What follows belongs to an exercise in optimizing a design on an open flow for a short achievable clock period and few clock cycles; a production flow would make more cautious choices.
In this exercise RTL edits were held to simulation tests only and were not proved equivalent to the original.

==> design.v <==
`timescale 1ns/1ns
package armPkg;
	typedef logic [31:0] wordT;
	typedef logic [3:0] regAddrT;
	typedef logic [3:0] flagsT;
	typedef logic [3:0] condT;
	localparam int mulRows = 4;
endpackage
`timescale 1ns/1ns
import armPkg::*;
module alu (
	input  armPkg::wordT a,
	input  armPkg::wordT b,
	input  logic         isSub,
	input  logic         opArith,
	input  logic         opAnd,
	input  logic         opOrr,
	input  logic         opEor,
	output armPkg::wordT result,
	output logic         cOut,
	output logic         vOut,
	output logic         zArith
);
	armPkg::wordT bx;
	logic [32:0]  sum;
	assign bx  = b;
	assign sum = {1'b0, a} + {1'b0, bx} + {32'd0, isSub};
	assign result = ({32{opArith}} & sum[31:0])
		| ({32{opAnd}} & (a & b))
		| ({32{opOrr}} & (a | b))
		| ({32{opEor}} & (a ^ b));
	logic [31:0] hs;
	logic [31:0] kin;
	assign hs     = a ^ bx;
	assign kin    = {a[30:0] | bx[30:0], isSub};
	assign zArith = (hs == kin);
	assign cOut = sum[32];
	assign vOut = ~(a[31] ^ bx[31]) & (a[31] ^ sum[31]);
endmodule
module mulStage1 (
	input  logic [31:0] an,
	input  logic [31:0] bn,
	output logic [3:0][31:0] rows
);
	logic [31:0] a, b, a2;
	assign a  = ~an;
	assign b  = ~bn;
	assign a2 = {a[30:0], 1'b0};
	logic [15:0] one, two, neg;
	logic [31:0] corr;
	assign one[0] = b[0] ^ 1'b0;
	assign two[0] = (b[1] & ~b[0] & ~1'b0) | (~b[1] & b[0] & 1'b0);
	assign neg[0] = b[1];
	logic [31:0] pp0;
	assign pp0 = ((({32{one[0]}} & a[31:0]) | ({32{two[0]}} & a2[31:0])) ^ {32{neg[0]}});
	assign one[1] = b[2] ^ b[1];
	assign two[1] = (b[3] & ~b[2] & ~b[1]) | (~b[3] & b[2] & b[1]);
	assign neg[1] = b[3];
	logic [31:0] pp1;
	assign pp1 = {((({30{one[1]}} & a[29:0]) | ({30{two[1]}} & a2[29:0])) ^ {30{neg[1]}}), 2'b0};
	assign one[2] = b[4] ^ b[3];
	assign two[2] = (b[5] & ~b[4] & ~b[3]) | (~b[5] & b[4] & b[3]);
	assign neg[2] = b[5];
	logic [31:0] pp2;
	assign pp2 = {((({28{one[2]}} & a[27:0]) | ({28{two[2]}} & a2[27:0])) ^ {28{neg[2]}}), 4'b0};
	assign one[3] = b[6] ^ b[5];
	assign two[3] = (b[7] & ~b[6] & ~b[5]) | (~b[7] & b[6] & b[5]);
	assign neg[3] = b[7];
	logic [31:0] pp3;
	assign pp3 = {((({26{one[3]}} & a[25:0]) | ({26{two[3]}} & a2[25:0])) ^ {26{neg[3]}}), 6'b0};
	assign one[4] = b[8] ^ b[7];
	assign two[4] = (b[9] & ~b[8] & ~b[7]) | (~b[9] & b[8] & b[7]);
	assign neg[4] = b[9];
	logic [31:0] pp4;
	assign pp4 = {((({24{one[4]}} & a[23:0]) | ({24{two[4]}} & a2[23:0])) ^ {24{neg[4]}}), 8'b0};
	assign one[5] = b[10] ^ b[9];
	assign two[5] = (b[11] & ~b[10] & ~b[9]) | (~b[11] & b[10] & b[9]);
	assign neg[5] = b[11];
	logic [31:0] pp5;
	assign pp5 = {((({22{one[5]}} & a[21:0]) | ({22{two[5]}} & a2[21:0])) ^ {22{neg[5]}}), 10'b0};
	assign one[6] = b[12] ^ b[11];
	assign two[6] = (b[13] & ~b[12] & ~b[11]) | (~b[13] & b[12] & b[11]);
	assign neg[6] = b[13];
	logic [31:0] pp6;
	assign pp6 = {((({20{one[6]}} & a[19:0]) | ({20{two[6]}} & a2[19:0])) ^ {20{neg[6]}}), 12'b0};
	assign one[7] = b[14] ^ b[13];
	assign two[7] = (b[15] & ~b[14] & ~b[13]) | (~b[15] & b[14] & b[13]);
	assign neg[7] = b[15];
	logic [31:0] pp7;
	assign pp7 = {((({18{one[7]}} & a[17:0]) | ({18{two[7]}} & a2[17:0])) ^ {18{neg[7]}}), 14'b0};
	assign one[8] = b[16] ^ b[15];
	assign two[8] = (b[17] & ~b[16] & ~b[15]) | (~b[17] & b[16] & b[15]);
	assign neg[8] = b[17];
	logic [31:0] pp8;
	assign pp8 = {((({16{one[8]}} & a[15:0]) | ({16{two[8]}} & a2[15:0])) ^ {16{neg[8]}}), 16'b0};
	assign one[9] = b[18] ^ b[17];
	assign two[9] = (b[19] & ~b[18] & ~b[17]) | (~b[19] & b[18] & b[17]);
	assign neg[9] = b[19];
	logic [31:0] pp9;
	assign pp9 = {((({14{one[9]}} & a[13:0]) | ({14{two[9]}} & a2[13:0])) ^ {14{neg[9]}}), 18'b0};
	assign one[10] = b[20] ^ b[19];
	assign two[10] = (b[21] & ~b[20] & ~b[19]) | (~b[21] & b[20] & b[19]);
	assign neg[10] = b[21];
	logic [31:0] pp10;
	assign pp10 = {((({12{one[10]}} & a[11:0]) | ({12{two[10]}} & a2[11:0])) ^ {12{neg[10]}}), 20'b0};
	assign one[11] = b[22] ^ b[21];
	assign two[11] = (b[23] & ~b[22] & ~b[21]) | (~b[23] & b[22] & b[21]);
	assign neg[11] = b[23];
	logic [31:0] pp11;
	assign pp11 = {((({10{one[11]}} & a[9:0]) | ({10{two[11]}} & a2[9:0])) ^ {10{neg[11]}}), 22'b0};
	assign one[12] = b[24] ^ b[23];
	assign two[12] = (b[25] & ~b[24] & ~b[23]) | (~b[25] & b[24] & b[23]);
	assign neg[12] = b[25];
	logic [31:0] pp12;
	assign pp12 = {((({8{one[12]}} & a[7:0]) | ({8{two[12]}} & a2[7:0])) ^ {8{neg[12]}}), 24'b0};
	assign one[13] = b[26] ^ b[25];
	assign two[13] = (b[27] & ~b[26] & ~b[25]) | (~b[27] & b[26] & b[25]);
	assign neg[13] = b[27];
	logic [31:0] pp13;
	assign pp13 = {((({6{one[13]}} & a[5:0]) | ({6{two[13]}} & a2[5:0])) ^ {6{neg[13]}}), 26'b0};
	assign one[14] = b[28] ^ b[27];
	assign two[14] = (b[29] & ~b[28] & ~b[27]) | (~b[29] & b[28] & b[27]);
	assign neg[14] = b[29];
	logic [31:0] pp14;
	assign pp14 = {((({4{one[14]}} & a[3:0]) | ({4{two[14]}} & a2[3:0])) ^ {4{neg[14]}}), 28'b0};
	assign one[15] = b[30] ^ b[29];
	assign two[15] = (b[31] & ~b[30] & ~b[29]) | (~b[31] & b[30] & b[29]);
	assign neg[15] = b[31];
	logic [31:0] pp15;
	assign pp15 = {((({2{one[15]}} & a[1:0]) | ({2{two[15]}} & a2[1:0])) ^ {2{neg[15]}}), 30'b0};
	assign corr = {1'b0, neg[15], 1'b0, neg[14], 1'b0, neg[13], 1'b0, neg[12], 1'b0, neg[11], 1'b0, neg[10], 1'b0, neg[9], 1'b0, neg[8], 1'b0, neg[7], 1'b0, neg[6], 1'b0, neg[5], 1'b0, neg[4], 1'b0, neg[3], 1'b0, neg[2], 1'b0, neg[1], 1'b0, neg[0]};
	logic [31:0] s1l0_s0, s1l0_c0;
	assign s1l0_s0 = corr ^ pp0 ^ pp1;
	assign s1l0_c0 = {((corr[30:0] & pp0[30:0]) | (corr[30:0] & pp1[30:0]) | (pp0[30:0] & pp1[30:0])), 1'b0};
	logic [31:0] s1l0_s1, s1l0_c1;
	assign s1l0_s1 = pp2 ^ pp3 ^ pp4;
	assign s1l0_c1 = {((pp2[30:0] & pp3[30:0]) | (pp2[30:0] & pp4[30:0]) | (pp3[30:0] & pp4[30:0])), 1'b0};
	logic [31:0] s1l0_s2, s1l0_c2;
	assign s1l0_s2 = pp5 ^ pp6 ^ pp7;
	assign s1l0_c2 = {((pp5[30:0] & pp6[30:0]) | (pp5[30:0] & pp7[30:0]) | (pp6[30:0] & pp7[30:0])), 1'b0};
	logic [31:0] s1l0_s3, s1l0_c3;
	assign s1l0_s3 = pp8 ^ pp9 ^ pp10;
	assign s1l0_c3 = {((pp8[30:0] & pp9[30:0]) | (pp8[30:0] & pp10[30:0]) | (pp9[30:0] & pp10[30:0])), 1'b0};
	logic [31:0] s1l0_s4, s1l0_c4;
	assign s1l0_s4 = pp11 ^ pp12 ^ pp13;
	assign s1l0_c4 = {((pp11[30:0] & pp12[30:0]) | (pp11[30:0] & pp13[30:0]) | (pp12[30:0] & pp13[30:0])), 1'b0};
	logic [31:0] s1l1_s0, s1l1_c0;
	assign s1l1_s0 = s1l0_s0 ^ s1l0_c0 ^ s1l0_s1;
	assign s1l1_c0 = {((s1l0_s0[30:0] & s1l0_c0[30:0]) | (s1l0_s0[30:0] & s1l0_s1[30:0]) | (s1l0_c0[30:0] & s1l0_s1[30:0])), 1'b0};
	logic [31:0] s1l1_s1, s1l1_c1;
	assign s1l1_s1 = s1l0_c1 ^ s1l0_s2 ^ s1l0_c2;
	assign s1l1_c1 = {((s1l0_c1[30:0] & s1l0_s2[30:0]) | (s1l0_c1[30:0] & s1l0_c2[30:0]) | (s1l0_s2[30:0] & s1l0_c2[30:0])), 1'b0};
	logic [31:0] s1l1_s2, s1l1_c2;
	assign s1l1_s2 = s1l0_s3 ^ s1l0_c3 ^ s1l0_s4;
	assign s1l1_c2 = {((s1l0_s3[30:0] & s1l0_c3[30:0]) | (s1l0_s3[30:0] & s1l0_s4[30:0]) | (s1l0_c3[30:0] & s1l0_s4[30:0])), 1'b0};
	logic [31:0] s1l1_s3, s1l1_c3;
	assign s1l1_s3 = s1l0_c4 ^ pp14 ^ pp15;
	assign s1l1_c3 = {((s1l0_c4[30:0] & pp14[30:0]) | (s1l0_c4[30:0] & pp15[30:0]) | (pp14[30:0] & pp15[30:0])), 1'b0};
	logic [31:0] s1l2_s0, s1l2_c0;
	assign s1l2_s0 = s1l1_s0 ^ s1l1_c0 ^ s1l1_s1;
	assign s1l2_c0 = {((s1l1_s0[30:0] & s1l1_c0[30:0]) | (s1l1_s0[30:0] & s1l1_s1[30:0]) | (s1l1_c0[30:0] & s1l1_s1[30:0])), 1'b0};
	logic [31:0] s1l2_s1, s1l2_c1;
	assign s1l2_s1 = s1l1_c1 ^ s1l1_s2 ^ s1l1_c2;
	assign s1l2_c1 = {((s1l1_c1[30:0] & s1l1_s2[30:0]) | (s1l1_c1[30:0] & s1l1_c2[30:0]) | (s1l1_s2[30:0] & s1l1_c2[30:0])), 1'b0};
	logic [31:0] s1l3_s0, s1l3_c0;
	assign s1l3_s0 = s1l2_s0 ^ s1l2_c0 ^ s1l2_s1;
	assign s1l3_c0 = {((s1l2_s0[30:0] & s1l2_c0[30:0]) | (s1l2_s0[30:0] & s1l2_s1[30:0]) | (s1l2_c0[30:0] & s1l2_s1[30:0])), 1'b0};
	logic [31:0] s1l3_s1, s1l3_c1;
	assign s1l3_s1 = s1l2_c1 ^ s1l1_s3 ^ s1l1_c3;
	assign s1l3_c1 = {((s1l2_c1[30:0] & s1l1_s3[30:0]) | (s1l2_c1[30:0] & s1l1_c3[30:0]) | (s1l1_s3[30:0] & s1l1_c3[30:0])), 1'b0};
	assign rows[0] = s1l3_s0;
	assign rows[1] = s1l3_c0;
	assign rows[2] = s1l3_s1;
	assign rows[3] = s1l3_c1;
endmodule
module mulStage2 (
	input  logic [3:0][31:0] rows,
	output logic [31:0] product,
	output logic        zero
);
	logic [31:0] s2l0_s0, s2l0_c0;
	assign s2l0_s0 = rows[0] ^ rows[1] ^ rows[2];
	assign s2l0_c0 = {((rows[0][30:0] & rows[1][30:0]) | (rows[0][30:0] & rows[2][30:0]) | (rows[1][30:0] & rows[2][30:0])), 1'b0};
	logic [31:0] s2l1_s0, s2l1_c0;
	assign s2l1_s0 = s2l0_s0 ^ s2l0_c0 ^ rows[3];
	assign s2l1_c0 = {((s2l0_s0[30:0] & s2l0_c0[30:0]) | (s2l0_s0[30:0] & rows[3][30:0]) | (s2l0_c0[30:0] & rows[3][30:0])), 1'b0};
	assign product = s2l1_s0 + s2l1_c0;
	assign zero = ((s2l1_s0 ^ s2l1_c0) == {(s2l1_s0[30:0] | s2l1_c0[30:0]), 1'b0});
endmodule
`timescale 1ns/1ns
import armPkg::*;
module regFile (
	input  logic            clk,
	input  logic            we,
	input  armPkg::regAddrT wa,
	input  armPkg::wordT    wd,
	input  logic [15:0]     selA,
	input  logic [15:0]     selB,
	input  logic [15:0]     selAn,
	input  logic [15:0]     selBn,
	input  armPkg::wordT    r15,
	output armPkg::wordT    rdA,
	output armPkg::wordT    rdB
);
	logic [14:0][31:0] regs;
	always_ff @(posedge clk) begin
		for (int i = 0; i < 15; i++) begin
			if (we && (wa == 4'(i))) begin
				regs[i] <= wd;
			end
		end
	end
	always_comb begin
		rdA = {{16{~selAn[15]}} & r15[31:16], {16{selA[15]}} & r15[15:0]};
		rdB = {{16{~selBn[15]}} & r15[31:16], {16{selB[15]}} & r15[15:0]};
		for (int i = 0; i < 15; i++) begin
			rdA = rdA | {{16{~selAn[i]}} & regs[i][31:16], {16{selA[i]}} & regs[i][15:0]};
			rdB = rdB | {{16{~selBn[i]}} & regs[i][31:16], {16{selB[i]}} & regs[i][15:0]};
		end
	end
endmodule
`timescale 1ns/1ns
import armPkg::*;
module datapath (
	input  logic         clk,
	input  logic         reset,
	input  armPkg::wordT readData,
	output armPkg::wordT adr,
	output armPkg::wordT writeData,
	output logic         memWrite
);
	armPkg::wordT adrQ;
	armPkg::wordT fpcQ;
	armPkg::wordT wdQ;
	logic         fetchQ;
	logic         memWQ;
	logic         vD;
	armPkg::wordT irD;
	armPkg::wordT pc8D;
	armPkg::regAddrT raD, rbD;
	logic [15:0]     selAD, selBD, selAnD, selBnD;
	logic            skV;
	armPkg::wordT    irS;
	armPkg::wordT    pc8S;
	armPkg::regAddrT raS, rbS;
	logic [15:0]     selAS, selBS, selAnS, selBnS;
	localparam int btbN = 4;
	logic [btbN-1:0]         btbV;
	logic [btbN-1:0][29:0]   btbTag;
	logic [btbN-1:0][31:0]   btbTgt;
	logic [btbN-1:0]         btbPtr;
	logic                    pTD, pTS;
	logic [btbN-1:0]         pVD, pVS, pVE;
	armPkg::wordT            pcD, pcS;
	logic            vE;
	logic            brChkE;
	logic            predE;
	armPkg::wordT    altE;
	logic            mulPhE;
	logic            isMulE;
	logic            isLoadE;
	logic            wrE;
	logic            sE;
	logic            pcwE;
	logic            cvE;
	logic            subE;
	logic            arithE;
	logic            andE;
	logic            orrE;
	logic            eorE;
	armPkg::regAddrT destE;
	armPkg::condT    condFE;
	armPkg::wordT    aE;
	armPkg::wordT    bE;
	armPkg::wordT    mulAnE;
	armPkg::wordT    mulBnE;
	logic [armPkg::mulRows-1:0][31:0] mulRowsE;
	armPkg::flagsT flags;
	assign adr       = adrQ;
	assign writeData = wdQ;
	assign memWrite  = memWQ;
	logic isBD, isMemD, isLoadD, isStoreD, isMulD, isDpD, isAlD;
	logic subD, arithD, andD, orrD, eorD, cvD;
	controlFsm u_dec (
		.instr   (irD),
		.isB     (isBD),
		.isMem   (isMemD),
		.isLoad  (isLoadD),
		.isStore (isStoreD),
		.isMul   (isMulD),
		.isDp    (isDpD),
		.isAl    (isAlD),
		.opSub   (subD),
		.opArith (arithD),
		.opAnd   (andD),
		.opOrr   (orrD),
		.opEor   (eorD),
		.setsCv  (cvD)
	);
	armPkg::regAddrT rnD, rdD, rsD, rmD;
	assign rnD = irD[19:16];
	assign rdD = irD[15:12];
	assign rsD = irD[11:8];
	assign rmD = irD[3:0];
	armPkg::wordT rfA, rfB;
	armPkg::wordT resE;
	logic         wrEnE;
	logic         condE;
	logic         stallE;
	logic         redirE;
	regFile u_regFile (
		.clk  (clk),
		.we   (wrEnE),
		.wa   (destE),
		.wd   (resE),
		.selA (selAD),
		.selB (selBD),
		.selAn (selAnD),
		.selBn (selBnD),
		.r15  (pc8D),
		.rdA  (rfA),
		.rdB  (rfB)
	);
	logic hitA, hitB;
	assign hitA = wrEnE & (destE == raD);
	assign hitB = wrEnE & (destE == rbD);
	armPkg::wordT opA, opB, stData;
	assign opA    = hitA ? resE : rfA;
	assign stData = hitB ? resE : rfB;
	assign opB    = (irD[25] & ~isMulD) ? {24'd0, irD[7:0]} : stData;
	armPkg::wordT memAdrD;
	logic [12:0]  memLoD;
	logic [19:0]  memHiIncD;
	assign memLoD    = {1'b0, rfA[11:0]} + {1'b0, irD[11:0]};
	assign memHiIncD = rfA[31:12] + 20'd1;
	assign memAdrD   = {memLoD[12] ? memHiIncD : rfA[31:12], memLoD[11:0]};
	logic isPcImmD, isBrD;
	assign isPcImmD = isDpD & irD[25] & arithD & ~subD & ~irD[20] & (rnD == 4'd15) & (rdD == 4'd15);
	assign isBrD    = isBD | isPcImmD;
	armPkg::wordT brTgtD;
	assign brTgtD = pc8D + (isBD ? {{6{irD[23]}}, irD[23:0], 2'b00} : {24'd0, irD[7:0]});
	logic condD;
	condUnit u_condD (
		.cond   (irD[31:28]),
		.flags  (flags),
		.condEx (condD)
	);
	logic flagsPend, specD, predD, fixD, stallD, advD, takeD, redirD, memGoD, exGoD;
	armPkg::wordT pc4D, idTgtD;
	assign flagsPend = vE & sE & condE;
	assign specD  = isBrD & ~isAlD & flagsPend;
	assign predD  = pTD | (isBD & irD[23]);
	assign fixD   = vD & pTD & ~isBD;
	assign stallD = stallE | fixD
		| (isMemD & ~isAlD & flagsPend)
		| (isMemD & hitA);
	assign advD   = vD & ~stallD & ~redirE;
	assign takeD  = specD ? predD : condD;
	assign redirD = (advD & isBrD & (takeD ^ pTD)) | (fixD & ~redirE);
	assign pc4D   = pcD + 32'd4;
	assign idTgtD = pTD ? pc4D : brTgtD;
	assign memGoD = advD & isMemD & condD;
	assign exGoD  = advD & ((isDpD & ~isPcImmD) | isMulD | (isLoadD & condD) | specD);
	armPkg::wordT aluRes, mulRes;
	logic         aluC, aluV, aluZa;
	alu u_alu (
		.a       (aE),
		.b       (bE),
		.isSub   (subE),
		.opArith (arithE),
		.opAnd   (andE),
		.opOrr   (orrE),
		.opEor   (eorE),
		.result  (aluRes),
		.cOut    (aluC),
		.vOut    (aluV),
		.zArith  (aluZa)
	);
	logic [armPkg::mulRows-1:0][31:0] mulRowsN;
	mulStage1 u_mul1 (
		.an   (mulAnE),
		.bn   (mulBnE),
		.rows (mulRowsN)
	);
	logic mulZero;
	mulStage2 u_mul2 (
		.rows    (mulRowsE),
		.product (mulRes),
		.zero    (mulZero)
	);
	condUnit u_condE (
		.cond   (condFE),
		.flags  (flags),
		.condEx (condE)
	);
	assign resE   = isLoadE ? readData : (isMulE ? mulRes : aluRes);
	assign stallE = vE & isMulE & ~mulPhE;
	assign wrEnE  = vE & wrE & condE & ~stallE;
	logic brMissE;
	assign brMissE = vE & brChkE & (condE ^ predE);
	assign redirE  = (vE & pcwE & condE) | brMissE;
	armPkg::wordT redirTgtE;
	assign redirTgtE = brChkE ? altE : aluRes;
	logic flagWE;
	logic nE, zE;
	assign flagWE = vE & sE & condE & ~stallE;
	assign nE = isMulE ? mulRes[31] : aluRes[31];
	assign zE = isMulE ? mulZero : (arithE ? aluZa : (aluRes == '0));
	always_ff @(posedge clk or posedge reset) begin
		if (reset) begin
			flags <= '0;
		end else if (flagWE) begin
			flags[3:2] <= {nE, zE};
			if (cvE) begin
				flags[1:0] <= {aluC, aluV};
			end
		end
	end
	logic         fetchOK, dFree, acceptF;
	armPkg::wordT fpcInc;
	armPkg::wordT seqPc;
	localparam int icN = 16;
	logic [icN-1:0]       icV;
	logic [icN-1:0][9:0]  icTag;
	logic [icN-1:0][31:0] icData;
	logic [icN-1:0][7:0]  icRegs;
	armPkg::regAddrT      raP, rbP;
	logic [icN-1:0]       icPtr;
	logic [icN-1:0]       icHitF;
	logic                 icHit, icUse, icStHit, fetchV;
	armPkg::wordT         icWord, fWord;
	logic [7:0]           icRegW;
	always_comb begin
		icWord = '0;
		icRegW = '0;
		for (int i = 0; i < icN; i++) begin
			icHitF[i] = icV[i] & (icTag[i] == fpcQ[11:2]);
			icWord    = icWord | ({32{icHitF[i]}} & icData[i]);
			icRegW    = icRegW | ({8{icHitF[i]}} & icRegs[i]);
		end
	end
	assign icHit = |icHitF;
	assign icStHit = memWQ & (fpcQ[11:2] == adrQ[11:2]);
	assign icUse   = ~fetchQ & icHit & ~icStHit;
	assign fetchV  = fetchQ | icUse;
	assign fWord   = fetchQ ? readData : icWord;
	assign fetchOK = fetchV & ~redirE & ~redirD;
	assign dFree   = ~vD | advD;
	assign acceptF = fetchOK & (dFree | ~skV);
	assign fpcInc  = fpcQ + 32'd4;
	logic [btbN-1:0] btbHitF;
	logic            pTF;
	armPkg::wordT    btbTgtF;
	always_comb begin
		btbTgtF = '0;
		for (int i = 0; i < btbN; i++) begin
			btbHitF[i] = btbV[i] & (btbTag[i] == fpcQ[31:2]);
			btbTgtF    = btbTgtF | ({32{btbHitF[i]}} & btbTgt[i]);
		end
	end
	assign pTF   = |btbHitF;
	assign seqPc = acceptF ? (pTF ? btbTgtF : fpcInc) : fpcQ;
	logic btbIns;
	assign btbIns = advD & isBD & takeD & ~pTD;
	logic [icN-1:0]  icStKill;
	logic [btbN-1:0] btbStKill;
	always_comb begin
		for (int i = 0; i < icN; i++) begin
			icStKill[i] = memWQ & (icTag[i] == adrQ[11:2]);
		end
		for (int i = 0; i < btbN; i++) begin
			btbStKill[i] = memWQ & (btbTag[i][9:0] == adrQ[11:2]);
		end
	end
	logic icIns;
	assign icIns = fetchQ & fetchOK & ~icHit;
	always_ff @(posedge clk or posedge reset) begin
		if (reset) begin
			icV   <= '0;
			icPtr <= icN'(1);
		end else begin
			icV <= (icV & ~icStKill) | (icIns ? icPtr : '0);
			if (icIns) begin
				icPtr <= {icPtr[icN-2:0], icPtr[icN-1]};
			end
		end
	end
	always_ff @(posedge clk) begin
		for (int i = 0; i < icN; i++) begin
			if (icIns && icPtr[i]) begin
				icTag[i]  <= fpcQ[11:2];
				icData[i] <= readData;
				icRegs[i] <= {raP, rbP};
			end
		end
	end
	always_ff @(posedge clk or posedge reset) begin
		if (reset) begin
			btbV   <= '0;
			btbPtr <= btbN'(1);
		end else begin
			btbV <= (btbV & ~btbStKill
				& ~(brMissE ? pVE : '0)
				& ~((advD & isBD & pTD & ~takeD) ? pVD : '0))
				| (btbIns ? btbPtr : '0);
			if (btbIns) begin
				btbPtr <= {btbPtr[btbN-2:0], btbPtr[btbN-1]};
			end
		end
	end
	always_ff @(posedge clk) begin
		for (int i = 0; i < btbN; i++) begin
			if (btbIns && btbPtr[i]) begin
				btbTag[i] <= pcD[31:2];
				btbTgt[i] <= brTgtD;
			end
		end
	end
	always_ff @(posedge clk or posedge reset) begin
		if (reset) begin
			adrQ   <= '0;
			fpcQ   <= '0;
			fetchQ <= 1'b1;
			memWQ  <= 1'b0;
			vD     <= 1'b0;
			skV    <= 1'b0;
		end else begin
			memWQ <= 1'b0;
			if (redirE | (redirD & ~fixD)) begin
				vD  <= 1'b0;
				skV <= 1'b0;
			end else if (fixD) begin
				skV <= 1'b0;
			end else if (dFree) begin
				vD  <= skV | fetchOK;
				skV <= skV & fetchOK;
			end else begin
				skV <= skV | fetchOK;
			end
			if (redirE) begin
				adrQ   <= redirTgtE;
				fpcQ   <= redirTgtE;
				fetchQ <= 1'b1;
			end else if (redirD) begin
				adrQ   <= idTgtD;
				fpcQ   <= idTgtD;
				fetchQ <= 1'b1;
			end else if (memGoD) begin
				adrQ   <= memAdrD;
				fpcQ   <= seqPc;
				fetchQ <= 1'b0;
				memWQ  <= isStoreD;
			end else begin
				adrQ   <= seqPc;
				fpcQ   <= seqPc;
				fetchQ <= 1'b1;
			end
		end
	end
	logic            mulF, storeF;
	armPkg::regAddrT raF, rbF;
	assign mulF   = (readData[27:21] == 7'd0) & (readData[7:4] == 4'b1001);
	assign storeF = (readData[27:26] == 2'b01) & ~readData[20];
	assign raP    = mulF ? readData[3:0] : readData[19:16];
	assign rbP    = storeF ? readData[15:12] : (mulF ? readData[11:8] : readData[3:0]);
	assign raF    = fetchQ ? raP : icRegW[7:4];
	assign rbF    = fetchQ ? rbP : icRegW[3:0];
	armPkg::wordT pc8F;
	logic [15:0]  selAF, selBF;
	assign pc8F  = fpcQ + 32'd8;
	assign selAF = 16'd1 << raF;
	assign selBF = 16'd1 << rbF;
	always_ff @(posedge clk) begin
		if (acceptF) begin
			irS   <= fWord;
			pcS   <= fpcQ;
			pTS   <= pTF;
			pVS   <= btbHitF;
			pc8S  <= pc8F;
			raS   <= raF;
			rbS   <= rbF;
			selAS <= selAF;
			selBS <= selBF;
			selAnS <= ~selAF;
			selBnS <= ~selBF;
		end
		if (dFree) begin
			pcD   <= skV ? pcS : fpcQ;
			pTD   <= skV ? pTS : pTF;
			pVD   <= skV ? pVS : btbHitF;
		end else if (fixD) begin
			pTD   <= 1'b0;
		end
		if (dFree) begin
			irD   <= skV ? irS : fWord;
			pc8D  <= skV ? pc8S : pc8F;
			raD   <= skV ? raS : raF;
			rbD   <= skV ? rbS : rbF;
			selAD <= skV ? selAS : selAF;
			selBD <= skV ? selBS : selBF;
			selAnD <= skV ? selAnS : ~selAF;
			selBnD <= skV ? selBnS : ~selBF;
		end
		wdQ <= stData;
	end
	always_ff @(posedge clk or posedge reset) begin
		if (reset) begin
			vE     <= 1'b0;
			mulPhE <= 1'b0;
		end else begin
			vE     <= stallE | exGoD;
			mulPhE <= stallE;
		end
	end
	always_ff @(posedge clk) begin
		mulRowsE <= mulRowsN;
		aE     <= opA;
		bE     <= opB ^ {32{subD & ~isMulD}};
		mulAnE <= ~opA;
		mulBnE <= ~opB;
		if (!stallE) begin
			isMulE  <= isMulD;
			brChkE  <= isBrD;
			predE   <= predD;
			altE    <= predD ? pc4D : brTgtD;
			pVE     <= pVD;
			isLoadE <= isLoadD;
			condFE  <= isLoadD ? 4'b1110 : irD[31:28];
			sE      <= irD[20] & ~isMemD & ~isBD;
			wrE     <= isLoadD | isMulD | (isDpD & (rdD != 4'd15));
			pcwE    <= isDpD & ~isPcImmD & (rdD == 4'd15);
			destE   <= isMulD ? rnD : rdD;
			cvE     <= cvD & ~isMulD;
			subE    <= subD & ~isMulD;
			arithE  <= arithD | isMulD;
			andE    <= andD & ~isMulD;
			orrE    <= orrD & ~isMulD;
			eorE    <= eorD & ~isMulD;
		end
	end
endmodule
`timescale 1ns/1ns
import armPkg::*;
module condUnit (
	input  armPkg::condT  cond,
	input  armPkg::flagsT flags,
	output logic          condEx
);
	logic neg;
	logic zero;
	logic carry;
	logic overflow;
	logic ge;
	assign {neg, zero, carry, overflow} = flags;
	assign ge = (neg == overflow);
	always_comb begin
		case (cond)
			4'd0:    condEx = zero;
			4'd1:    condEx = ~zero;
			4'd2:    condEx = carry;
			4'd3:    condEx = ~carry;
			4'd4:    condEx = neg;
			4'd5:    condEx = ~neg;
			4'd6:    condEx = overflow;
			4'd7:    condEx = ~overflow;
			4'd8:    condEx = carry & ~zero;
			4'd9:    condEx = ~(carry & ~zero);
			4'd10:   condEx = ge;
			4'd11:   condEx = ~ge;
			4'd12:   condEx = ~zero & ge;
			4'd13:   condEx = ~(~zero & ge);
			4'd14:   condEx = 1'b1;
			default: condEx = 1'b0;
		endcase
	end
endmodule
`timescale 1ns/1ns
import armPkg::*;
module controlFsm (
	input  armPkg::wordT instr,
	output logic         isB,
	output logic         isMem,
	output logic         isLoad,
	output logic         isStore,
	output logic         isMul,
	output logic         isDp,
	output logic         isAl,
	output logic         opSub,
	output logic         opArith,
	output logic         opAnd,
	output logic         opOrr,
	output logic         opEor,
	output logic         setsCv
);
	logic [1:0] op;
	logic [3:0] cmd;
	assign op  = instr[27:26];
	assign cmd = instr[24:21];
	assign isB     = op[1];
	assign isMem   = ~op[1] & op[0];
	assign isLoad  = isMem & instr[20];
	assign isStore = isMem & ~instr[20];
	assign isMul   = (op == 2'b00) & ~instr[25] & (cmd == 4'b0000) & (instr[7:4] == 4'b1001);
	assign isDp    = (op == 2'b00) & ~isMul;
	assign isAl    = (instr[31:28] == 4'b1110);
	assign opAnd   = (cmd == 4'b0000);
	assign opOrr   = (cmd == 4'b1100);
	assign opEor   = (cmd == 4'b0001);
	assign opSub   = (cmd == 4'b0010);
	assign opArith = ~(opAnd | opOrr | opEor);
	assign setsCv  = opArith;
endmodule
`timescale 1ns/1ns
import armPkg::*;
module armTop (
	input  logic         clk,
	input  logic         reset,
	input  armPkg::wordT readData,
	output armPkg::wordT writeData,
	output armPkg::wordT adr,
	output logic         memWrite
);
	datapath u_datapath (
		.clk       (clk),
		.reset     (reset),
		.readData  (readData),
		.adr       (adr),
		.writeData (writeData),
		.memWrite  (memWrite)
	);
endmodule
==> flow/run.sh <==
#!/bin/bash
set -euo pipefail
bash standard.sh synth > synth.log 2>&1
bash standard.sh SETUP_SLACK_MARGIN=9 finish > layout.log 2>&1
==> standard.sh <==
#!/bin/bash
# synth_recipe.tcl (not shown) runs the flow's synth.tcl, then flattens the netlist and writes it again
# the make line also repeats each setting of config.mk as NAME=value (left out here)
make -C /OpenROAD-flow-scripts/flow DESIGN_CONFIG=/design/flow/config.mk WORK_HOME=/design/flow/orfs CLKGATE_MAP_FILE= SYNTH_SCRIPT=/design/flow/synth_recipe.tcl "${@:-finish}"
==> config.mk <==
export PLATFORM = sky130hd
export DESIGN_NAME = armTop
export DESIGN_NICKNAME = armTop
export VERILOG_FILES = /design/flow/design.v
export SDC_FILE = /design/flow/constraint.sdc
export NUM_CORES = 4
export LEC_CHECK = 0
export ABC_CLOCK_PERIOD_IN_PS = 4000
export CAP_MARGIN = 20
export CORE_MARGIN = 2
export CORE_UTILIZATION = 40
export SLEW_MARGIN = 20
==> constraint.sdc <==
create_clock -name core_clock -period 13.0 [get_ports {clk}]
set_input_delay 2.6000 -clock core_clock [delete_from_list [all_inputs] [get_ports {clk}]]
set_output_delay 2.6000 -clock core_clock [all_outputs]
set_load 0.01 [all_outputs]
==> key figures, run 1 <==
Floorplan
  • Initial Util: 40.2%
  • Core area: 0.291 mm^2
  • Site row count: 198
  • Die width: 545 um
  • Top-Level Pins: 99
  • Die Ht: 545 um
  • Die ar.: 0.297 mm^2

Clocking
  • CTS clock-pin slew for the worst setup and hold paths: 0.06 ns
  • Clk buf depth: 4
  • Clk latency of the worst-skew pair: 0.96 ns
  • H-tree depth: 4
  • Clock tree root driver cell: clkbuf_16
  • CTS Buf Count: 239
  • CTS hold repair buffers: 0
  • CTS tree: done
  • Sinks on Clock Net: 2,279

Placed design
  • Placed Area: 0.123 mm^2
  • Post-Place Cells: 13.4k
  • GPL Wtd Cong: 0.993
  • IO Port Bufs: 98
  • Setup WS pre-CTS: 6.35 ns
  • Final HPWL DP: 285 mm

Logic synthesis
  • Ys Warns: 3
  • Ys flop type: edfxtp_1
  • Synth Net Count: 10.3k
  • Post-synth ARST share: 5.00%
  • Register area share after synthesis: 55.8%
  • Syn avg cell area: 11.9 um^2
  • Synthesized instance count: 9,864
  • Synth Register Bits: 2,279
  • Mapped cell area: 0.117 mm^2
  • EDFF count, synth: 1,925
  • Library cells used by synthesis: 107

Final layout
  • Most frequent cells in the layout: edfxtp_1 (1,925), xnor2_1 (580), a22oi_1 (553)
  • Final net count: 10.7k
  • Final Util: 48.7%
  • Final cell count without fillers: 14.4k
  • # fillers: 25.4k
  • Share of cells above drive strength 1: 20.5%
  • Commonest non-fill, non-tap cell in the layout: edfxtp_1
  • Layout area overhead: 20.9%
  • Cell area after layout: 0.142 mm^2

STA
  • Finish-stage setup viols: 0
  • Tightest hold margin: 0.471 ns
  • RSZ-0062 raised after global routing: yes
  • Worst slew pin tran: 1.42 ns
  • Period minus WS final: 4.33 ns
  • Final worst path period share: 33.3%
  • Slew headroom: 4.92%
  • Final TNS setup: 0 ns
  • Max-slew violations: 0
  • Worst Skew: 0.0725 ns
  • Fin. Hold Viols: 0
  • Peak Freq: 231 MHz
  • Setup ws final: 8.67 ns

Worst setup path
  • Worst setup endpoint: u_datapath.adrQ[26]$_DFF_PP0_
  • R2r setup slk: 8.67 ns
  • Reg2reg end: u_datapath.adrQ[26]$_DFF_PP0_
  • R2R cell count: 11
  • Crit path buf inv count: 1
  • WP data arrival: 5.16 ns
  • Critical Path Source Type: register
  • Setup CP Type: register to register
  • Slowest cell delay on critical path: 0.70 ns
  • Critical Path End Type: register
  • Peak fanout along the critical path: 13
  • Crit. Startpoint: u_datapath.selAnD[8]$_DFFE_PP_
  • CP Cell Sequence: clkinvlp_4 > a22o_1 > a221oi_1 > nand4_1 > nand4b_1 > or2_2 > nand2b_4 > nor3_1 > xnor2_1 > nand2_1 > a31o_1
  • CP max stage cell: edfxtp_1
  • Worst Path Required: 13.83 ns
  • CP delay by family, top: simple AND/OR/NAND/NOR gates
  • Levels on crit path: 11
  • Reg2reg start: u_datapath.selAnD[8]$_DFFE_PP_

Global route
  • Vias in the first global route: 85.5k
  • Largest net degree at the start of global routing: 84
  • Global-route wire length before repair: 649 mm
  • Aggregate global-route resource usage: 30.2%
  • GR Overflow Total: 0
  • Initial antenna violation count: 25

Routing
  • Final ANT Viol Nets: 0
  • Wire length per cell: 33.7 um
  • DRC viols: 0
  • Total number of vias: 92.2k
  • Drt initial violations: 15.0k
  • DR pass1 iterations: 8
  • Vias/cell: 6.42
  • Final wirelength: 485 mm

Min path
  • HP Class: register to register

Status
  • Status: finished clean

Job
  • Maxcap violations: 0
==> worst min-delay path by stage <==
stage / cells after the start / start / endpoint / slack (ns)
after floorplan: 0 / u_datapath.fpcQ[16]$_DFF_PP0_ / u_datapath.pcS[16]$_DFFE_PN_ / 0.42
after CTS: 0 / u_datapath.pVD[0]$_DFFE_PP_ / u_datapath.pVE[0]$_DFFE_PN_ / 0.48
after detailed placement: 0 / u_datapath.pVD[0]$_DFFE_PP_ / u_datapath.pVE[0]$_DFFE_PN_ / 0.46
final: 0 / u_datapath.pVD[0]$_DFFE_PP_ / u_datapath.pVE[0]$_DFFE_PN_ / 0.47
after global placement: 0 / u_datapath.pVD[3]$_DFFE_PP_ / u_datapath.pVE[3]$_DFFE_PN_ / 0.45
after global routing: 0 / u_datapath.pVD[0]$_DFFE_PP_ / u_datapath.pVE[0]$_DFFE_PN_ / 0.50
==> cells in the mapped netlist, types with 24 or more instances <==
library cell | number | share of area [%]
dfxtp_1 | 240 | 4.1
nand3_1 | 170 | 0.73
xnor2_1 | 606 | 4.5
xor2_1 | 242 | 1.8
o22ai_1 | 131 | 0.70
o21a_1 | 52 | 0.33
nor2b_1 | 103 | 0.55
a31oi_1 | 60 | 0.32
mux2_2 | 195 | 1.9
and3_1 | 47 | 0.25
mux2i_1 | 54 | 0.46
dfrtp_1 | 111 | 2.4
o21ai_0 | 420 | 1.8
or2_2 | 32 | 0.17
nand4_1 | 195 | 1.0
inv_1 | 571 | 1.8
buf_2 | 42 | 0.18
o221ai_1 | 30 | 0.22
nor4_1 | 75 | 0.40
fa_1 | 205 | 3.5
buf_1 | 125 | 0.40
nor2_1 | 508 | 1.6
or3_1 | 40 | 0.21
nor3_1 | 111 | 0.47
a21oi_1 | 442 | 1.9
a221oi_1 | 231 | 1.7
nand2b_1 | 59 | 0.31
edfxtp_1 | 1925 | 49
a21o_1 | 75 | 0.48
and2_1 | 34 | 0.18
a22o_1 | 244 | 1.8
clkbuf_1 | 522 | 1.7
maj3_1 | 139 | 1.2
a22oi_1 | 556 | 3.6
buf_6 | 24 | 0.23
nand2_1 | 536 | 1.7
o211ai_1 | 68 | 0.44
ha_1 | 245 | 2.6
==> per-layer routing <==
layer  part of all wire, %  wire [um]  track usage (%)  up-vias
li1                      -          -                -    37682
met1                    36     176000             39.2    45845
met2                    43     209000             45.7     7080
met3                    13      64300             8.16     1558
met4                   7.2      34800             16.6       24
met5                 0.038        184           0.0962        -
==> timing repair <==
action,CTS,global route
cloned,42,48
pin swaps,143,139
endpoints found under the setup margin,2361,1450
gates resized for setup,1182,409
setup buffers,226,152
==> worst register-to-register path, delay by kind of cell (launching register included) <==
kind            cells  cell delay, ns
flops               1            0.70
xor+xnor            1            0.14
compound gates      3            0.92
buf+inv             1            0.64
simple gates        6            1.83
==> kinds of logic after synthesis <==
family | share of synthesized area, %
buffers and inverters | 4.45
adders and majority gates | 7.30
DFF | 55.8
xor gates and xnor gates | 6.36
muxes | 2.35
and+or+nand+nor | 8.40
AOI/OAI and AO/OA | 15.3
==> sequential cells by signal, summed over array words and instances, names as in the netlist, 29 cells and up <==
register,count
u_datapath.aE,32
u_datapath.adrQ,32
u_datapath.altE,32
u_datapath.bE,32
u_datapath.btbTag,120
u_datapath.btbTgt,128
u_datapath.fpcQ,32
u_datapath.icData,512
u_datapath.icRegs,128
u_datapath.icTag,160
u_datapath.irD,32
u_datapath.irS,32
u_datapath.mulAnE,32
u_datapath.mulBnE,32
u_datapath.mulRowsE,80
u_datapath.pc8D,29
u_datapath.pc8S,29
u_datapath.pcD,32
u_datapath.pcS,32
u_datapath.u_regFile.regs,480
u_datapath.wdQ,32
==> final cells by class <==
| class | instances | area (um^2) | share of cell area (%) |
|---|---|---|---|
| sequential | 2279 | 65700 | 46.3 |
| multi-input combinational | 6282 | 50400 | 35.6 |
| timing repair buffer | 840 | 10200 | 7.18 |
| clock buffer | 317 | 6520 | 4.60 |
| tap | 3900 | 4880 | 3.44 |
| inverter | 582 | 2390 | 1.69 |
| clock inverter | 130 | 1570 | 1.10 |
| timing repair inverter | 10 | 77.6 | 0.0547 |
| antenna | 30 | 75.1 | 0.0529 |
Testbench counts, summed over its fixed seeds: cycles 132,982.
==> run 2, diff against run 1 <==
--- a/design.v
+++ b/design.v
@@ -420,30 +420,6 @@
 	armPkg::wordT fpcInc;
 	armPkg::wordT seqPc;
-	localparam int icN = 16;
-	logic [icN-1:0]       icV;
-	logic [icN-1:0][9:0]  icTag;
-	logic [icN-1:0][31:0] icData;
-	logic [icN-1:0][7:0]  icRegs;
-	armPkg::regAddrT      raP, rbP;
-	logic [icN-1:0]       icPtr;
-	logic [icN-1:0]       icHitF;
-	logic                 icHit, icUse, icStHit, fetchV;
-	armPkg::wordT         icWord, fWord;
-	logic [7:0]           icRegW;
-	always_comb begin
-		icWord = '0;
-		icRegW = '0;
-		for (int i = 0; i < icN; i++) begin
-			icHitF[i] = icV[i] & (icTag[i] == fpcQ[11:2]);
-			icWord    = icWord | ({32{icHitF[i]}} & icData[i]);
-			icRegW    = icRegW | ({8{icHitF[i]}} & icRegs[i]);
-		end
-	end
-	assign icHit = |icHitF;
-	assign icStHit = memWQ & (fpcQ[11:2] == adrQ[11:2]);
-	assign icUse   = ~fetchQ & icHit & ~icStHit;
-	assign fetchV  = fetchQ | icUse;
-	assign fWord   = fetchQ ? readData : icWord;
-	assign fetchOK = fetchV & ~redirE & ~redirD;
+	armPkg::regAddrT raP, rbP;
+	assign fetchOK = fetchQ & ~redirE & ~redirD;
 	assign dFree   = ~vD | advD;
 	assign acceptF = fetchOK & (dFree | ~skV);
@@ -463,36 +439,10 @@
 	logic btbIns;
 	assign btbIns = advD & isBD & takeD & ~pTD;
-	logic [icN-1:0]  icStKill;
 	logic [btbN-1:0] btbStKill;
 	always_comb begin
-		for (int i = 0; i < icN; i++) begin
-			icStKill[i] = memWQ & (icTag[i] == adrQ[11:2]);
-		end
 		for (int i = 0; i < btbN; i++) begin
 			btbStKill[i] = memWQ & (btbTag[i][9:0] == adrQ[11:2]);
 		end
 	end
-	logic icIns;
-	assign icIns = fetchQ & fetchOK & ~icHit;
-	always_ff @(posedge clk or posedge reset) begin
-		if (reset) begin
-			icV   <= '0;
-			icPtr <= icN'(1);
-		end else begin
-			icV <= (icV & ~icStKill) | (icIns ? icPtr : '0);
-			if (icIns) begin
-				icPtr <= {icPtr[icN-2:0], icPtr[icN-1]};
-			end
-		end
-	end
-	always_ff @(posedge clk) begin
-		for (int i = 0; i < icN; i++) begin
-			if (icIns && icPtr[i]) begin
-				icTag[i]  <= fpcQ[11:2];
-				icData[i] <= readData;
-				icRegs[i] <= {raP, rbP};
-			end
-		end
-	end
 	always_ff @(posedge clk or posedge reset) begin
 		if (reset) begin
@@ -564,6 +514,6 @@
 	assign raP    = mulF ? readData[3:0] : readData[19:16];
 	assign rbP    = storeF ? readData[15:12] : (mulF ? readData[11:8] : readData[3:0]);
-	assign raF    = fetchQ ? raP : icRegW[7:4];
-	assign rbF    = fetchQ ? rbP : icRegW[3:0];
+	assign raF    = raP;
+	assign rbF    = rbP;
 	armPkg::wordT pc8F;
 	logic [15:0]  selAF, selBF;
@@ -573,5 +523,5 @@
 	always_ff @(posedge clk) begin
 		if (acceptF) begin
-			irS   <= fWord;
+			irS   <= readData;
 			pcS   <= fpcQ;
 			pTS   <= pTF;
@@ -593,5 +543,5 @@
 		end
 		if (dFree) begin
-			irD   <= skV ? irS : fWord;
+			irD   <= skV ? irS : readData;
 			pc8D  <= skV ? pc8S : pc8F;
 			raD   <= skV ? raS : raF;
==> run 2 against run 1 <==
Effect of this change:
- still clean on timing, DRC and antenna
- clock skew shrank 0.040 ns
- largest cell class is now multi-input gates
- sequential share of layout area down 5.2 points
- register-to-register slack better by 0.22 ns
- count of clock-buffer cells in the layout is 120 lower
- die area is 28% lower
==> key figures, run 2 <==
STA
  • Setup ws final: 8.58 ns (-0.0876 ns)
  • Worst Skew: 0.0326 ns (-0.0399 ns)
  • Fin. Hold Viols: 0 (unchanged)
  • Slew headroom: 14.7% (+9.7 points)
  • Worst slew pin tran: 1.28 ns (-0.141 ns)
  • Final TNS setup: 0 ns (unchanged)
  • Peak Freq: 226 MHz (-2.0%)
  • Finish-stage setup viols: 0 (unchanged)
  • Max-slew violations: 0 (unchanged)
  • Final worst path period share: 34.0% (+0.67 points)
  • Period minus WS final: 4.42 ns (+0.0876 ns)
  • RSZ-0062 raised after global routing: yes

Logic synthesis
  • Post-synth ARST share: 5.67% (+0.66 points)
  • Ys flop type: edfxtp_1
  • Library cells used by synthesis: 108 (+0.93%)
  • Register area share after synthesis: 48.4% (-7.4 points)
  • Share of the synthesized area in the top cell type: 40.2% (-9.1 points)
  • Syn avg cell area: 10.8 um^2 (-9.5%)
  • EDFF count, synth: 1,125 (-42%)
  • Synth area leader: edfxtp_1
  • Ys Warns: 3 (unchanged)
  • Mapped cell area: 0.0840 mm^2 (-28%)
  • Synth Net Count: 8,290 (-20%)
  • Synth Register Bits: 1,447 (-37%)
  • List of most frequent post-synthesis cells: edfxtp_1 (1,125), nor2_1 (500), nand2_1 (486)
  • Synthesized instance count: 7,806 (-21%)
  • Count leader, synth: edfxtp_1
  • Dominant cells by area after synthesis: edfxtp_1 (40%), dfxtp_1 (5.7%), fa_1 (4.9%)

Global route
  • GR Overflow Total: 0 (unchanged)
  • Vias in the first global route: 64.6k (-24%)
  • Initial antenna violation count: 17 (-32%)
  • Global-route wire length before repair: 481 mm (-26%)
  • Aggregate global-route resource usage: 31.3% (+1.2 points)
  • Largest net degree at the start of global routing: 82 (-2.4%)

Clocking
  • H-tree depth: 4 (unchanged)
  • CTS clock-pin slew for the worst setup and hold paths: 0.06 ns (about the same)
  • Clk latency of the worst-skew pair: 0.84 ns (-0.12 ns)
  • CTS tree: done
  • CTS Buf Count: 157 (-34%)
  • Clock tree root driver cell: clkbuf_16
  • Clk buf depth: 3 (-1)
  • Sinks on Clock Net: 1,447 (-37%)

Final layout
  • Largest Register: u_datapath.u_regFile.regs
  • Most frequent cells in the layout: edfxtp_1 (1,125), nand2_1 (455), nor2_1 (442)
  • Share of cells above drive strength 1: 19.7% (-0.86 points)
  • Largest registers: u_datapath.u_regFile.regs: 480 flops, u_datapath.btbTgt: 128 flops, u_datapath.btbTag: 120 flops
  • Cell area after layout: 0.0992 mm^2 (-30%)
  • Number of flip-flops in the largest register: 480 (-6.3%)
  • # fillers: 18.8k (-26%)
  • Layout area overhead: 18.1%
  • Final net count: 8,400 (-22%)
  • Final cell count without fillers: 10.9k (-24%)
  • Commonest non-fill, non-tap cell in the layout: edfxtp_1

Routing
  • DR pass1 iterations: 8 (unchanged)
  • Final ANT Viol Nets: 0 (unchanged)
  • Final wirelength: 350 mm (-28%)
  • Total number of vias: 69.5k (-25%)
  • DRC viols: 0 (unchanged)
  • Drt initial violations: 10.7k (-29%)
  • Vias/cell: 6.40 (-0.27%)
  • Wire length per cell: 32.2 um (-4.4%)

Floorplan
  • Die ar.: 0.214 mm^2 (-28%)
  • Top-Level Pins: 99 (unchanged)
  • Core area: 0.209 mm^2 (-28%)
  • Die Ht: 462 um (-15%)
  • Site row count: 168 (-15%)
  • Die width: 462 um (-15%)
  • Initial Util: 40.2% (-0.087 points)

Placed design
  • Setup WS pre-CTS: 6.58 ns (+0.234 ns)
  • Placed Area: 0.0881 mm^2 (-29%)
  • Post-Place Cells: 10.3k (-23%)
  • Final HPWL DP: 230 mm (-20%)
  • GPL Wtd Cong: 0.997 (+0.40%)
  • IO Port Bufs: 98 (unchanged)

Job
  • Maxcap violations: 0 (unchanged)

Worst setup path
  • CP Cell Sequence: buf_8 > nor4_4 > nand4_1 > buf_6 > mux2i_4 > o21ai_4 > nand2_2 > or2_4 > nor2_4 > a21oi_2
  • R2R cell count: 15 (+4)
  • Critical Path End Type: register
  • Crit. Startpoint: readData[26]
  • R2r setup slk: 8.89 ns (+0.22 ns)
  • WP data arrival: 4.96 ns (-0.20 ns)
  • Crit path buf inv count: 2 (+1)
  • Worst setup endpoint: u_datapath.selBnD[7]$_DFFE_PP_
  • Reg2reg start: u_datapath.mulRowsE[42]$_DFF_P_
  • CP delay by family, top: simple AND/OR/NAND/NOR gates
  • CP max stage cell: nor4_4
  • Slowest cell delay on critical path: 0.68 ns (-0.02 ns)
  • Peak fanout along the critical path: 7 (-6)
  • Worst Path Required: 13.54 ns (-0.29 ns)
  • Levels on crit path: 10 (-1)
  • Reg2reg end: u_datapath.bE[24]$_DFF_P_
  • Critical Path Source Type: input pin
  • Setup CP Type: input pin to register

Status
  • Status: finished clean

Min path
  • HP Class: register to register
-- run 2: worst min-delay path by stage --
stage / from / to / depth (start not counted) / slack (ns)
global placement: u_datapath.pVD[3]$_DFFE_PP_ / u_datapath.pVE[3]$_DFFE_PN_ / 0 / 0.43
floorplan: u_datapath.fpcQ[10]$_DFF_PP0_ / u_datapath.pcS[10]$_DFFE_PN_ / 0 / 0.42
finish: u_datapath.pVD[3]$_DFFE_PP_ / u_datapath.pVE[3]$_DFFE_PN_ / 0 / 0.45
detailed placement: u_datapath.pVD[3]$_DFFE_PP_ / u_datapath.pVE[3]$_DFFE_PN_ / 0 / 0.44
global route: u_datapath.pVD[0]$_DFFE_PP_ / u_datapath.pVE[0]$_DFFE_PN_ / 0 / 0.48
CTS: u_datapath.pVD[3]$_DFFE_PP_ / u_datapath.pVE[3]$_DFFE_PN_ / 0 / 0.46
-- run 2: per-stage QoR --
stage | hold WS [ns] | utilization (%)
floorplan | 0.420 | -
global placement | 0.434 | 42.1
detailed placement | 0.441 | 42.1
CTS | 0.455 | 46.3
global route | 0.478 | 47.4
finish | 0.454 | 47.4
-- run 2: what timing repair did --
action | CTS | global route
hold buffers | 0 | 0
buffers inserted | 155 | 92
pin swaps | 104 | 105
resized for setup | 788 | 314
cloned | 16 | 12
setup endpoints to repair | 1469 | 959
-- run 2: layout make-up --
cell class                 instances  area [um^2]  share of cell area, %
clock inverter                    94         1060                   1.07
multi-input combinational       5247        41900                   42.2
timing repair inverter             7         52.6                 0.0530
antenna                            7         17.5                 0.0177
inverter                         498         2020                   2.04
timing repair buffer             558         5570                   5.61
clock buffer                     197         4260                   4.30
sequential                      1447        40800                   41.2
tap                             2805         3510                   3.54
-- run 2: layer usage --
layer | vias to the layer above | GRT usage (%) | wire length (um)
met5 | - | 0 | 98
met4 | 14 | 18.7 | 26700
met3 | 1111 | 8.05 | 41500
met2 | 4880 | 46.5 | 150000
met1 | 34365 | 41.2 | 132000
li1 | 29112 | - | -
-- run 2: cells by family (layout without fill, tap and decap cells) --
logic type | count (synthesis) | in the layout | share of synthesized area, %
AND/OR/NAND/NOR | 1722 | 1728 | 9.77
other | 0 | 7 | 0
buffers and inverters | 1120 | 1354 | 5.14
multiplexers | 244 | 246 | 3.20
adder cells (fa/ha/maj) | 581 | 581 | 10.1
AO/OA/AOI/OAI | 2193 | 2193 | 18.2
XOR/XNOR | 499 | 499 | 5.20
flip-flops | 1447 | 1447 | 48.4
Testbench counts of run 2, summed over its fixed seeds: cycles 139,155.

re-timing with driven ports:
No port has a modelled driver above. Below, the same layouts with a new extraction and two added sets of constraints. Step 1 assumes that a clkbuf_16 drives the clock port and a buf_2 every other input. Step 2 moves the port delays by t, midway between the first and last clock arrival at a register: inputs arrive t later, outputs are due t later. That takes back most of the time a late clock gives input paths. Three values: no drivers, after step 1, after step 2; two values: the first two.
run | shift t [ns] | setup WS [ns] | worst hold slack (ns)
run 1 | 1.024 | 8.670 / 8.670 / 7.734 | 0.471 / 0.471 / 0.471
run 2 | 0.911 | 8.582 / 8.619 / 7.708 | 0.454 / 0.454 / 0.454
After both steps every run listed still meets setup and hold. For run 1, which loses most, drivers alone change the setup slack by 0.000 ns; drivers and shift together by -0.936 ns.
